Source: an optimization exercise on an open RTL-to-GDS flow (aim: small area and a short achievable clock period). Production flows keep margins and buffers that such runs may drop. In this exercise RTL edits were held to simulation tests only and were not proved equivalent to the original. Power figures rest on the tool's default switching activity, not on a simulated workload.

// vxe_fma_top
module vxe_fma_top (
  input  wire logic        clk,
  input  wire logic        nrst,
  input  wire logic        i_vld,
  input  wire logic [31:0] i_a,
  input  wire logic [31:0] i_x,
  input  wire logic [31:0] i_b,
  input  wire logic [3:0]  i_tag,
  output      logic        o_vld,
  output      logic [31:0] o_res,
  output      logic        o_ovf,
  output      logic [3:0]  o_tag,
  output      logic        o_busy
);
==> flow/config.mk <==
export PLATFORM = sky130hd
export DESIGN_NAME = vxe_fma_top
export DESIGN_NICKNAME = vxe_fma_top
export VERILOG_FILES = /design/flow/design.v
export SDC_FILE = /design/flow/constraint.sdc
export NUM_CORES = 4
export LEC_CHECK = 0
export CAP_MARGIN = 20
export CORE_MARGIN = 2
export CORE_UTILIZATION = 50
export CTS_CLUSTER_DIAMETER = 100
export CTS_CLUSTER_SIZE = 22
export SLEW_MARGIN = 20
export SYNTH_HIERARCHICAL = 1
export SYNTH_MINIMUM_KEEP_SIZE = 0
==> flow/constraint.sdc <==
create_clock -name core_clock -period 10.0 [get_ports {clk}]
set_input_delay 2.0000 -clock core_clock [delete_from_list [all_inputs] [get_ports {clk}]]
set_output_delay 2.0000 -clock core_clock [all_outputs]
set_load 0.01 [all_outputs]
standard.sh (not shown) runs the stock make flow with config.mk's settings and CLKGATE_MAP_FILE= SYNTH_SCRIPT=/design/flow/synth_recipe.tcl, a recipe that flattens the netlist after the stock synthesis.
==> flow/flow/run.sh <==
#!/bin/bash
set -euo pipefail
bash standard.sh \
  SETUP_SLACK_MARGIN=6.9 \
  MATCH_CELL_FOOTPRINT=0 \
  "BUFFER_PORTS_ARGS=-buffer_cell sky130_fd_sc_hd__buf_1" \
  finish > flow_make.log 2>&1
The first run finished clean.
==> next run, changes <==
==> flow/flow/run.sh (replaced) <==
#!/bin/bash
set -euo pipefail
bash standard.sh \
  SETUP_SLACK_MARGIN=6.9 \
  MATCH_CELL_FOOTPRINT=0 \
  "BUFFER_PORTS_ARGS=-buffer_cell sky130_fd_sc_hd__buf_2" \
  finish > flow_make.log 2>&1
CORE_UTILIZATION = 40   (was 50)
CTS_CLUSTER_DIAMETER = 120   (was 100)
CTS_CLUSTER_SIZE = 18   (was 22)
Effect: The changed run went through all stages and came out clean; sequential power barely changes; clock power stays flat; die area increases by 25%; final area climbs by 1.1%; worst setup slack degrades by 0.012 ns; worst hold slack barely changes; clock skew fell by 0.025 ns; routed wire length increases by 0.86%; power went up by 0.80%; global-route usage falls by 5.8 points; fmax decreases by 0.37%.
==> next run, changes <==
==> flow/flow/run.sh (replaced) <==
#!/bin/bash
set -euo pipefail
bash standard.sh \
  SETUP_SLACK_MARGIN=6.95 \
  MATCH_CELL_FOOTPRINT=0 \
  "BUFFER_PORTS_ARGS=-buffer_cell sky130_fd_sc_hd__buf_1" \
  finish > flow_make.log 2>&1
CORE_UTILIZATION = 50   (was 40)
CTS_CLUSTER_DIAMETER = 100   (was 120)
CTS_CLUSTER_SIZE = 22   (was 18)
Wire length went up by 0.83%.
Total power came out higher by 3.3%.
Final area stays flat.
Count of clock-buffer cells in the layout is higher by 1.
Sequential power hardly moves.
==> next run, changes <==
==> flow/flow/run.sh (replaced) <==
#!/bin/bash
set -euo pipefail
bash standard.sh \
  SETUP_SLACK_MARGIN=6.9 \
  MATCH_CELL_FOOTPRINT=0 \
  "BUFFER_PORTS_ARGS=-buffer_cell sky130_fd_sc_hd__buf_2" \
  finish > flow_make.log 2>&1
CORE_UTILIZATION = 40   (was 50)
What happened: Total power went down by 1.9%. Flip-flop and latch count is unchanged. Synthesized cell count does not change. Hold slack hardly moves. Non-clock buffer count went down by 5.
==> next run, changes <==
==> flow/flow/run.sh (replaced) <==
#!/bin/bash
set -euo pipefail
bash standard.sh \
  SETUP_SLACK_MARGIN=6.9 \
  MATCH_CELL_FOOTPRINT=0 \
  "BUFFER_PORTS_ARGS=-buffer_cell sky130_fd_sc_hd__buf_1" \
  finish > flow_make.log 2>&1
CORE_UTILIZATION = 50   (was 40)
CTS_CLUSTER_DIAMETER = 120   (was 100)
CTS_CLUSTER_SIZE = 18   (was 22)
What happened: Area after synthesis stays the same; clock skew goes down by 0.017 ns; power goes down by 2.0%; via count goes up by 0.59%.

## afterwards: timing with drivers on the ports
No port has a modelled driver above. Below, the same layouts with a new extraction and two added sets of constraints. Step 1 sets driving cells, clkbuf_16 on the clock port and buf_2 on the other inputs (assumed; they add their load-dependent delay and slew). Step 2 times the ports against the registers' clock, not the clock port: input delays grow and output delays shrink by t, the midpoint of the rising clock arrivals with the driver on. Three values: ideal, step 1, step 2; two values: the first two.
run	t (ns)	setup slack, ns	clock arrival spread, ns	worst register clock-pin slew, ns	worst slew at a driven data input, ns
the first run	0.688	6.878 / 6.809 / 6.920	0.049 / 0.049	0.10 / 0.10	0.06
the second run	0.688	6.867 / 6.802 / 6.931	0.025 / 0.025	0.09 / 0.09	0.06
the third run	0.690	6.866 / 6.798 / 6.960	0.047 / 0.047	0.10 / 0.10	0.04
the fourth run	0.632	6.908 / 6.846 / 6.941	0.044 / 0.044	0.09 / 0.09	0.07
the fifth run	0.698	6.897 / 6.826 / 6.921	0.022 / 0.021	0.09 / 0.09	0.06
After both steps setup and hold are still met in every run listed.
